Source: an optimization exercise on an open RTL-to-GDS flow (aim: small area). Production flows keep margins and buffers that such runs may drop.
At most, simulation tests tie the RTL to the original design; equivalence was not proved.

==> inputs of build 19 <==
==> flow/design.v <==
package rf_pkg;
    localparam int          RF_DATA_W  = 32;
    localparam int          RF_ADDR_W  = 5;
    localparam int          RF_NUM_RD  = 3;
    localparam int          RF_SP_IDX  = 29;
    localparam logic [31:0] RF_SP_INIT = 32'h0000_0400;
endpackage
import rf_pkg::*;
module rf_clear_seq
#(
    parameter int ADDR_W = RF_ADDR_W
) (
    input  logic              clk,
    input  logic              rst_n,
    input  logic              clr_req,
    output logic              busy,
    output logic [ADDR_W-1:0] clr_addr
);
    logic [ADDR_W-1:0] r_cnt;
    logic              r_busy;
    always_ff @(posedge clk or negedge rst_n) begin
        if (!rst_n) begin
            r_cnt  <= '0;
            r_busy <= 1'b1;
        end else begin
            r_cnt  <= r_cnt + ADDR_W'(r_busy | clr_req);
            r_busy <= r_busy ? ~&r_cnt : clr_req;
        end
    end
    assign busy     = r_busy;
    assign clr_addr = r_cnt;
endmodule
import rf_pkg::*;
module rf_aoi222 (
    input  logic a0,
    input  logic a1,
    input  logic b0,
    input  logic b1,
    input  logic c0,
    input  logic c1,
    output logic y_n
);
    assign y_n = ~((a0 & a1) | (b0 & b1) | (c0 & c1));
endmodule
module rf_multiport
#(
    parameter int                DATA_W  = RF_DATA_W,
    parameter int                ADDR_W  = RF_ADDR_W,
    parameter int                NUM_RD  = RF_NUM_RD,
    parameter int                SP_IDX  = RF_SP_IDX,
    parameter logic [DATA_W-1:0] SP_INIT = DATA_W'(RF_SP_INIT)
) (
    input  logic                     clk,
    input  logic                     rst_n,
    input  logic                     en,
    input  logic                     clr_req,
    output logic                     busy,
    input  logic                     w0_en,
    input  logic [ADDR_W-1:0]        w0_addr,
    input  logic [DATA_W-1:0]        w0_data,
    input  logic                     w1_en,
    input  logic [ADDR_W-1:0]        w1_addr,
    input  logic [DATA_W-1:0]        w1_data,
    input  logic [NUM_RD*ADDR_W-1:0] rd_addr,
    output logic [NUM_RD*DATA_W-1:0] rd_data
);
    localparam int                NUM_ENT   = 2 ** ADDR_W;
    localparam logic [ADDR_W-1:0] ADDR_ZERO = {ADDR_W{1'b0}};
    localparam int                NUM_GRP   = (NUM_ENT - 2) / 3;
    logic [DATA_W-1:0]  r_mem [1:NUM_ENT-1];
    logic [ADDR_W-1:0]  w_clr_addr;
    logic               w_wr0_ok;
    logic               w_wr1_ok;
    logic [ADDR_W-1:0]  w_p1_addr;
    logic [DATA_W-1:0]  w_p1_data;
    logic [NUM_ENT-1:1] w_we0;
    logic [NUM_ENT-1:1] w_we1;
    logic [NUM_ENT-1:1] w_hold;
    rf_clear_seq #(
        .ADDR_W (ADDR_W)
    ) u_clear_seq (
        .clk      (clk),
        .rst_n    (rst_n),
        .clr_req  (clr_req),
        .busy     (busy),
        .clr_addr (w_clr_addr)
    );
    assign w_wr1_ok  = busy | (en & ~clr_req & w1_en);
    assign w_wr0_ok  = ~busy & en & ~clr_req & w0_en;
    assign w_p1_addr = busy ? w_clr_addr : w1_addr;
    for (genvar b = 0; b < DATA_W; b++) begin : g_p1d
        if (SP_INIT[b]) begin : g_one
            assign w_p1_data[b] = busy ? (w_clr_addr == ADDR_W'(SP_IDX)) : w1_data[b];
        end else begin : g_zero
            assign w_p1_data[b] = ~busy & w1_data[b];
        end
    end
    for (genvar e = 1; e < NUM_ENT; e++) begin : g_ent
        logic [DATA_W-1:0] w_nxt_n;
        assign w_we1[e]  = w_wr1_ok & (w_p1_addr == ADDR_W'(e));
        assign w_we0[e]  = w_wr0_ok & (w0_addr == ADDR_W'(e)) & ~w_we1[e];
        assign w_hold[e] = ~w_we1[e] & ~w_we0[e];
        for (genvar b = 0; b < DATA_W; b++) begin : g_bit
            rf_aoi222 u_nxt (
                .a0  (w_we1[e]),
                .a1  (w_p1_data[b]),
                .b0  (w_we0[e]),
                .b1  (w0_data[b]),
                .c0  (w_hold[e]),
                .c1  (r_mem[e][b]),
                .y_n (w_nxt_n[b])
            );
        end
        always_ff @(posedge clk) begin
            r_mem[e] <= ~w_nxt_n;
        end
    end
    for (genvar g = 0; g < NUM_RD; g++) begin : g_rd
        logic [ADDR_W-1:0]  w_lane_addr;
        logic [NUM_ENT-1:1] w_sel;
        logic [NUM_GRP-1:0] w_grp_n [DATA_W];
        assign w_lane_addr = rd_addr[g*ADDR_W +: ADDR_W];
        for (genvar e = 1; e < NUM_ENT; e++) begin : g_sel
            assign w_sel[e] = ~busy & (w_lane_addr == ADDR_W'(e));
        end
        for (genvar b = 0; b < DATA_W; b++) begin : g_bit
            for (genvar k = 0; k < NUM_GRP; k++) begin : g_grp
                rf_aoi222 u_mux (
                    .a0  (w_sel[3*k+1]),
                    .a1  (r_mem[3*k+1][b]),
                    .b0  (w_sel[3*k+2]),
                    .b1  (r_mem[3*k+2][b]),
                    .c0  (w_sel[3*k+3]),
                    .c1  (r_mem[3*k+3][b]),
                    .y_n (w_grp_n[b][k])
                );
            end
            assign rd_data[g*DATA_W + b] = ~&w_grp_n[b]
                                         | (w_sel[NUM_ENT-1] & r_mem[NUM_ENT-1][b]);
        end
    end
endmodule
==> flow/run.sh <==
#!/bin/bash
# synth_recipe.tcl (not shown) runs the flow's synth.tcl, then flattens the netlist and writes it again
# the make line also repeats each setting of config.mk as NAME=value (left out here)
make -C /OpenROAD-flow-scripts/flow DESIGN_CONFIG=/design/flow/config.mk WORK_HOME=/design/flow/orfs CLKGATE_MAP_FILE= SYNTH_SCRIPT=/design/flow/synth_recipe.tcl finish
==> flow/config.mk <==
export PLATFORM = sky130hd
export DESIGN_NAME = rf_multiport
export DESIGN_NICKNAME = rf_multiport
export VERILOG_FILES = /design/flow/design.v
export SDC_FILE = /design/flow/constraint.sdc
export NUM_CORES = 4
export LEC_CHECK = 0
export CAP_MARGIN = 20
export CORE_MARGIN = 2
export CORE_UTILIZATION = 65
export SLEW_MARGIN = 20
export SYNTH_HIERARCHICAL = 1
export SYNTH_MINIMUM_KEEP_SIZE = 0
==> flow/constraint.sdc <==
create_clock -name core_clock -period 5.0 [get_ports {clk}]
set_input_delay 1.0000 -clock core_clock [delete_from_list [all_inputs] [get_ports {clk}]]
set_output_delay 1.0000 -clock core_clock [all_outputs]
set_load 0.01 [all_outputs]
==> inputs of build 71, as changes to build 19 <==
--- a/flow/design.v
+++ b/flow/design.v
@@ -15,18 +15,25 @@
     input  logic              clr_req,
     output logic              busy,
+    output logic              idle,
     output logic [ADDR_W-1:0] clr_addr
 );
     logic [ADDR_W-1:0] r_cnt;
     logic              r_busy;
+    logic              r_idle;
+    logic              w_busy_nxt;
+    assign w_busy_nxt = r_busy ? ~&r_cnt : clr_req;
     always_ff @(posedge clk or negedge rst_n) begin
         if (!rst_n) begin
             r_cnt  <= '0;
             r_busy <= 1'b1;
+            r_idle <= 1'b0;
         end else begin
             r_cnt  <= r_cnt + ADDR_W'(r_busy | clr_req);
-            r_busy <= r_busy ? ~&r_cnt : clr_req;
+            r_busy <= w_busy_nxt;
+            r_idle <= ~w_busy_nxt;
         end
     end
     assign busy     = r_busy;
+    assign idle     = r_idle;
     assign clr_addr = r_cnt;
 endmodule
@@ -69,4 +76,5 @@
     localparam int                NUM_GRP   = (NUM_ENT - 2) / 3;
     logic [DATA_W-1:0]  r_mem [1:NUM_ENT-1];
+    logic               w_idle;
     logic [ADDR_W-1:0]  w_clr_addr;
     logic               w_wr0_ok;
@@ -84,4 +92,5 @@
         .clr_req  (clr_req),
         .busy     (busy),
+        .idle     (w_idle),
         .clr_addr (w_clr_addr)
     );
@@ -121,6 +130,14 @@
         logic [NUM_GRP-1:0] w_grp_n [DATA_W];
         assign w_lane_addr = rd_addr[g*ADDR_W +: ADDR_W];
+        logic [3:0] w_lo;
+        logic [(NUM_ENT/4)-1:0] w_hi;
+        for (genvar j = 0; j < 4; j++) begin : g_lo
+            assign w_lo[j] = w_idle & (w_lane_addr[1:0] == 2'(j));
+        end
+        for (genvar i = 0; i < NUM_ENT / 4; i++) begin : g_hi
+            assign w_hi[i] = (w_lane_addr[ADDR_W-1:2] == (ADDR_W-2)'(i));
+        end
         for (genvar e = 1; e < NUM_ENT; e++) begin : g_sel
-            assign w_sel[e] = ~busy & (w_lane_addr == ADDR_W'(e));
+            assign w_sel[e] = w_lo[e % 4] & w_hi[e / 4];
         end
         for (genvar b = 0; b < DATA_W; b++) begin : g_bit
==> flow/flow/run.sh (new file) <==
#!/bin/bash
# The standard layout, with buffering and sizing kept to the smaller cells
# the ports buffered with buf_2, a leaner clock tree and global routing that
# keeps more of met1 and met2 free. Each make run logs to a file here; the
# tools' own logs are under orfs/logs/.
set -euo pipefail
W=$(pwd)
HOOK=$W/flow/small_cells.tcl
for step in FLOORPLAN GLOBAL_PLACE RESIZE DETAIL_PLACE REPAIR_TIMING_POST_PLACE CTS DETAIL_ROUTE; do
    export PRE_${step}_TCL=$HOOK
done
export PRE_GLOBAL_ROUTE_TCL=$W/flow/grt_layers.tcl
export BUFFER_PORTS_ARGS="-buffer_cell sky130_fd_sc_hd__buf_2"
# Clock tree: larger sink clusters, small clock buffers, no dummy loads.
export CTS_ARGS="-sink_clustering_enable -repair_clock_nets -sink_clustering_size 30 -sink_clustering_max_diameter 80 -buf_list {sky130_fd_sc_hd__clkbuf_4 sky130_fd_sc_hd__clkbuf_8} -dont_use_dummy_load"
bash standard.sh synth > $W/make_synth.log 2>&1
bash standard.sh > $W/make_layout.log 2>&1
==> flow/flow/grt_layers.tcl (new file) <==
# Global routing: leave more of met1 and met2 free for pin access, so that
# more of the long nets go up to met3 and met4.
source [file join [file dirname [info script]] small_cells.tcl]
set_global_routing_layer_adjustment met1 0.45
set_global_routing_layer_adjustment met2 0.35
set_global_routing_layer_adjustment met3 0.2
set_global_routing_layer_adjustment met4 0.2
set_global_routing_layer_adjustment met5 0.2
==> flow/flow/small_cells.tcl (new file) <==
set_dont_use [get_lib_cells {
    sky130_fd_sc_hd__buf_8 sky130_fd_sc_hd__buf_12 sky130_fd_sc_hd__buf_16
    sky130_fd_sc_hd__bufinv_8 sky130_fd_sc_hd__bufinv_16
    sky130_fd_sc_hd__clkbuf_16
    sky130_fd_sc_hd__inv_12 sky130_fd_sc_hd__inv_16
    sky130_fd_sc_hd__clkinv_8 sky130_fd_sc_hd__clkinv_16
}]
==> flow/standard.sh (new file) <==
#!/bin/bash
# synth_recipe.tcl (not shown) runs the flow's synth.tcl, then flattens the netlist and writes it again
# the make line also repeats each setting of config.mk as NAME=value (left out here)
make -C /OpenROAD-flow-scripts/flow DESIGN_CONFIG=/design/flow/config.mk WORK_HOME=/design/flow/orfs CLKGATE_MAP_FILE= SYNTH_SCRIPT=/design/flow/synth_recipe.tcl "${@:-finish}"
--- a/flow/config.mk
+++ b/flow/config.mk
@@ -7,6 +7,10 @@
 export LEC_CHECK = 0
 export CAP_MARGIN = 20
+export CELL_PAD_IN_SITES_DETAIL_PLACEMENT = 1
+export CELL_PAD_IN_SITES_GLOBAL_PLACEMENT = 1
 export CORE_MARGIN = 2
-export CORE_UTILIZATION = 65
+export CORE_UTILIZATION = 40
+export CTS_BUF_LIST = sky130_fd_sc_hd__clkbuf_4 sky130_fd_sc_hd__clkbuf_8
+export PLACE_DENSITY = 0.58
 export SLEW_MARGIN = 20
 export SYNTH_HIERARCHICAL = 1
removed: flow/run.sh
==> inputs of trial 42, as changes to build 19 <==
==> flow/design.v, changed modules only <==
module rf_clear_seq
#(
    parameter int ADDR_W = RF_ADDR_W
) (
    input  logic              clk,
    input  logic              rst_n,
    input  logic              clr_req,
    output logic              busy,
    output logic              idle,
    output logic [ADDR_W-1:0] clr_addr
);
    logic [ADDR_W-1:0] r_cnt;
    logic              r_busy;
    logic              r_idle;
    logic              w_busy_nxt;
    assign w_busy_nxt = r_busy ? ~&r_cnt : clr_req;
    always_ff @(posedge clk or negedge rst_n) begin
        if (!rst_n) begin
            r_cnt  <= '0;
            r_busy <= 1'b1;
            r_idle <= 1'b0;
        end else begin
            r_cnt  <= r_cnt + ADDR_W'(r_busy | clr_req);
            r_busy <= w_busy_nxt;
            r_idle <= ~w_busy_nxt;
        end
    end
    assign busy     = r_busy;
    assign idle     = r_idle;
    assign clr_addr = r_cnt;
endmodule
module rf_wr_ctl (
    input  logic wr1,
    input  logic wr0,
    output logic we1,
    output logic we0,
    output logic hold
);
    assign we1  = wr1;
    assign we0  = wr0 & ~wr1;
    assign hold = ~wr1 & ~wr0;
endmodule
module rf_rd_sel (
    input  logic lo,
    input  logic hi,
    output logic sel
);
    assign sel = lo & hi;
endmodule
module rf_multiport
#(
    parameter int                DATA_W  = RF_DATA_W,
    parameter int                ADDR_W  = RF_ADDR_W,
    parameter int                NUM_RD  = RF_NUM_RD,
    parameter int                SP_IDX  = RF_SP_IDX,
    parameter logic [DATA_W-1:0] SP_INIT = DATA_W'(RF_SP_INIT)
) (
    input  logic                     clk,
    input  logic                     rst_n,
    input  logic                     en,
    input  logic                     clr_req,
    output logic                     busy,
    input  logic                     w0_en,
    input  logic [ADDR_W-1:0]        w0_addr,
    input  logic [DATA_W-1:0]        w0_data,
    input  logic                     w1_en,
    input  logic [ADDR_W-1:0]        w1_addr,
    input  logic [DATA_W-1:0]        w1_data,
    input  logic [NUM_RD*ADDR_W-1:0] rd_addr,
    output logic [NUM_RD*DATA_W-1:0] rd_data
);
    localparam int                NUM_ENT   = 2 ** ADDR_W;
    localparam logic [ADDR_W-1:0] ADDR_ZERO = {ADDR_W{1'b0}};
    localparam int                NUM_GRP   = (NUM_ENT - 2) / 3;
    logic [DATA_W-1:0]  r_mem [1:NUM_ENT-1];
    logic               w_idle;
    logic [ADDR_W-1:0]  w_clr_addr;
    logic               w_wr0_ok;
    logic               w_wr1_ok;
    logic [ADDR_W-1:0]  w_p1_addr;
    logic [DATA_W-1:0]  w_p1_data;
    logic [NUM_ENT-1:1] w_we0;
    logic [NUM_ENT-1:1] w_we1;
    logic [NUM_ENT-1:1] w_hold;
    rf_clear_seq #(
        .ADDR_W (ADDR_W)
    ) u_clear_seq (
        .clk      (clk),
        .rst_n    (rst_n),
        .clr_req  (clr_req),
        .busy     (busy),
        .idle     (w_idle),
        .clr_addr (w_clr_addr)
    );
    assign w_wr1_ok  = busy | (en & ~clr_req & w1_en);
    assign w_wr0_ok  = ~busy & en & ~clr_req & w0_en;
    assign w_p1_addr = busy ? w_clr_addr : w1_addr;
    for (genvar b = 0; b < DATA_W; b++) begin : g_p1d
        if (SP_INIT[b]) begin : g_one
            assign w_p1_data[b] = busy ? (w_clr_addr == ADDR_W'(SP_IDX)) : w1_data[b];
        end else begin : g_zero
            assign w_p1_data[b] = ~busy & w1_data[b];
        end
    end
    for (genvar e = 1; e < NUM_ENT; e++) begin : g_ent
        logic [DATA_W-1:0] w_nxt_n;
        rf_wr_ctl u_ctl (
            .wr1  (w_wr1_ok & (w_p1_addr == ADDR_W'(e))),
            .wr0  (w_wr0_ok & (w0_addr == ADDR_W'(e))),
            .we1  (w_we1[e]),
            .we0  (w_we0[e]),
            .hold (w_hold[e])
        );
        for (genvar b = 0; b < DATA_W; b++) begin : g_bit
            rf_aoi222 u_nxt (
                .a0  (w_we1[e]),
                .a1  (w_p1_data[b]),
                .b0  (w_we0[e]),
                .b1  (w0_data[b]),
                .c0  (w_hold[e]),
                .c1  (r_mem[e][b]),
                .y_n (w_nxt_n[b])
            );
        end
        always_ff @(posedge clk) begin
            r_mem[e] <= ~w_nxt_n;
        end
    end
    for (genvar g = 0; g < NUM_RD; g++) begin : g_rd
        logic [ADDR_W-1:0]  w_lane_addr;
        logic [NUM_ENT-1:1] w_sel;
        logic [NUM_GRP-1:0] w_grp_n [DATA_W];
        assign w_lane_addr = rd_addr[g*ADDR_W +: ADDR_W];
        logic [3:0] w_lo;
        logic [(NUM_ENT/4)-1:0] w_hi;
        for (genvar j = 0; j < 4; j++) begin : g_lo
            assign w_lo[j] = w_idle & (w_lane_addr[1:0] == 2'(j));
        end
        for (genvar i = 0; i < NUM_ENT / 4; i++) begin : g_hi
            assign w_hi[i] = (w_lane_addr[ADDR_W-1:2] == (ADDR_W-2)'(i));
        end
        for (genvar e = 1; e < NUM_ENT; e++) begin : g_sel
            rf_rd_sel u_sel (
                .lo  (w_lo[e % 4]),
                .hi  (w_hi[e / 4]),
                .sel (w_sel[e])
            );
        end
        for (genvar b = 0; b < DATA_W; b++) begin : g_bit
            for (genvar k = 0; k < NUM_GRP; k++) begin : g_grp
                rf_aoi222 u_mux (
                    .a0  (w_sel[3*k+1]),
                    .a1  (r_mem[3*k+1][b]),
                    .b0  (w_sel[3*k+2]),
                    .b1  (r_mem[3*k+2][b]),
                    .c0  (w_sel[3*k+3]),
                    .c1  (r_mem[3*k+3][b]),
                    .y_n (w_grp_n[b][k])
                );
            end
            assign rd_data[g*DATA_W + b] = ~&w_grp_n[b]
                                         | (w_sel[NUM_ENT-1] & r_mem[NUM_ENT-1][b]);
        end
    end
endmodule
==> flow/flow/run.sh (new file) <==
#!/bin/bash
# The standard layout, with buffering and sizing kept to the smaller cells,
# the ports buffered with buf_2 and global routing that keeps more of met1 and
# met2 free. Each make run logs to a file here; the tools' own logs are under
# orfs/logs/.
set -euo pipefail
W=$(pwd)
HOOK=$W/flow/small_cells.tcl
for step in FLOORPLAN GLOBAL_PLACE RESIZE DETAIL_PLACE REPAIR_TIMING_POST_PLACE CTS DETAIL_ROUTE; do
    export PRE_${step}_TCL=$HOOK
done
export PRE_GLOBAL_ROUTE_TCL=$W/flow/grt_layers.tcl
export BUFFER_PORTS_ARGS="-buffer_cell sky130_fd_sc_hd__buf_2"
bash standard.sh synth > $W/make_synth.log 2>&1
bash standard.sh > $W/make_layout.log 2>&1
==> flow/flow/grt_layers.tcl (new file) <==
# Global routing: leave more of met1 and met2 free for pin access, so that
# more of the long nets go up to met3 and met4.
source [file join [file dirname [info script]] small_cells.tcl]
set_global_routing_layer_adjustment met1 0.45
set_global_routing_layer_adjustment met2 0.35
set_global_routing_layer_adjustment met3 0.2
set_global_routing_layer_adjustment met4 0.2
set_global_routing_layer_adjustment met5 0.2
==> flow/flow/small_cells.tcl (new file) <==
set_dont_use [get_lib_cells {
    sky130_fd_sc_hd__buf_8 sky130_fd_sc_hd__buf_12 sky130_fd_sc_hd__buf_16
    sky130_fd_sc_hd__bufinv_8 sky130_fd_sc_hd__bufinv_16
    sky130_fd_sc_hd__inv_12 sky130_fd_sc_hd__inv_16
    sky130_fd_sc_hd__clkinv_8 sky130_fd_sc_hd__clkinv_16
}]
==> flow/standard.sh (new file) <==
#!/bin/bash
# synth_recipe.tcl (not shown) runs the flow's synth.tcl, then flattens the netlist and writes it again
# the make line also repeats each setting of config.mk as NAME=value (left out here)
make -C /OpenROAD-flow-scripts/flow DESIGN_CONFIG=/design/flow/config.mk WORK_HOME=/design/flow/orfs CLKGATE_MAP_FILE= SYNTH_SCRIPT=/design/flow/synth_recipe.tcl "${@:-finish}"
--- a/flow/config.mk
+++ b/flow/config.mk
@@ -7,6 +7,10 @@
 export LEC_CHECK = 0
 export CAP_MARGIN = 20
+export CELL_PAD_IN_SITES_DETAIL_PLACEMENT = 1
+export CELL_PAD_IN_SITES_GLOBAL_PLACEMENT = 1
 export CORE_MARGIN = 2
-export CORE_UTILIZATION = 65
+export CORE_UTILIZATION = 28
+export PLACE_DENSITY = 0.4
+export SETUP_SLACK_MARGIN = 0.15
 export SLEW_MARGIN = 20
 export SYNTH_HIERARCHICAL = 1
removed: flow/run.sh
==> flow_metrics.env <==
export IMPL_haltStage="global routing (5_1_grt)"
export IMPL_yosys_top_cells_area="dfxtp_1, a222oi_1, inv_1, nand4_1, a2111o_1"
export IMPL_synth_top_cell_area_share=0.4086
export IMPL_place_gp_congestion=0.9971
export IMPL_synth_simple_area_share=0.07647
export IMPL_synthArstFlopShare=0.007007
export IMPL_grt_ovfl_total=3
export IMPL_use_met1=0.6471
export IMPL_stop_error="[ERROR GRT-0232] Routing congestion too high. Check the congestion heatmap in the GUI."
export IMPL_grt_max_degree=42
export IMPL_placementRows=152
export IMPL_postCtsHoldBufs=0
export IMPL_outcome="did not finish"
export IMPL_cts_resized_gates=258
export IMPL_post_cts_buffers=104
export IMPL_place_inst=7749
export IMPL_muxShareOfSynthArea=0.0004119
-- figures above: trial 42

==> flow_metrics.env <==
export IMPL_use_met1=0.8170
export IMPL_muxShareOfSynthArea=0.0002073
export IMPL_synth_top_cell_area_share=0.4113
export IMPL_synthArstFlopShare=0.007007
export IMPL_outcome="did not finish"
export IMPL_synth_simple_area_share=0.05991
export IMPL_yosys_top_cells_area="dfxtp_1, a222oi_1, inv_1, nand4_1, a2111o_1"
export IMPL_synth_compound_area_frac=0.4420
export IMPL_postCtsHoldBufs=1
export IMPL_grt_max_degree=37
export IMPL_place_inst=7040
export IMPL_grt_ovfl_total=2
export IMPL_stop_error="[ERROR GRT-0232] Routing congestion too high. Check the congestion heatmap in the GUI."
export IMPL_cts_resized_gates=37
export IMPL_post_cts_buffers=84
export IMPL_place_gp_congestion=1.094
export IMPL_haltStage="global routing (5_1_grt)"
-- figures above: build 71

==> flow_metrics.env <==
export IMPL_outcome="did not finish"
export IMPL_haltStage="global routing (5_1_grt)"
export IMPL_stop_error="[ERROR GRT-0116] Global routing finished with congestion. Check the congestion regions in the DRC Viewer."
export IMPL_clock_root_buffer="clkbuf_16"
export IMPL_synth_top_cell_area_share=0.4125
export IMPL_grt_pass1_wl_um=530900
export IMPL_synth_simple_area_share=0.05952
export IMPL_place_inst=6242
export IMPL_muxShareOfSynthArea=0
export IMPL_cts_resized_gates=95
export IMPL_synth_seq_cells=998
export IMPL_yosys_top_cells_area="dfxtp_1, a222oi_1, inv_1, nand4_1, a2111o_1"
export IMPL_port_buffers=191
export IMPL_synthArstFlopShare=0.006012
export IMPL_grt_ovfl_total=797
export IMPL_post_cts_buffers=115
export IMPL_placementRows=99
-- figures above: build 19

No functional check of the RTL was part of build 19 and build 71.
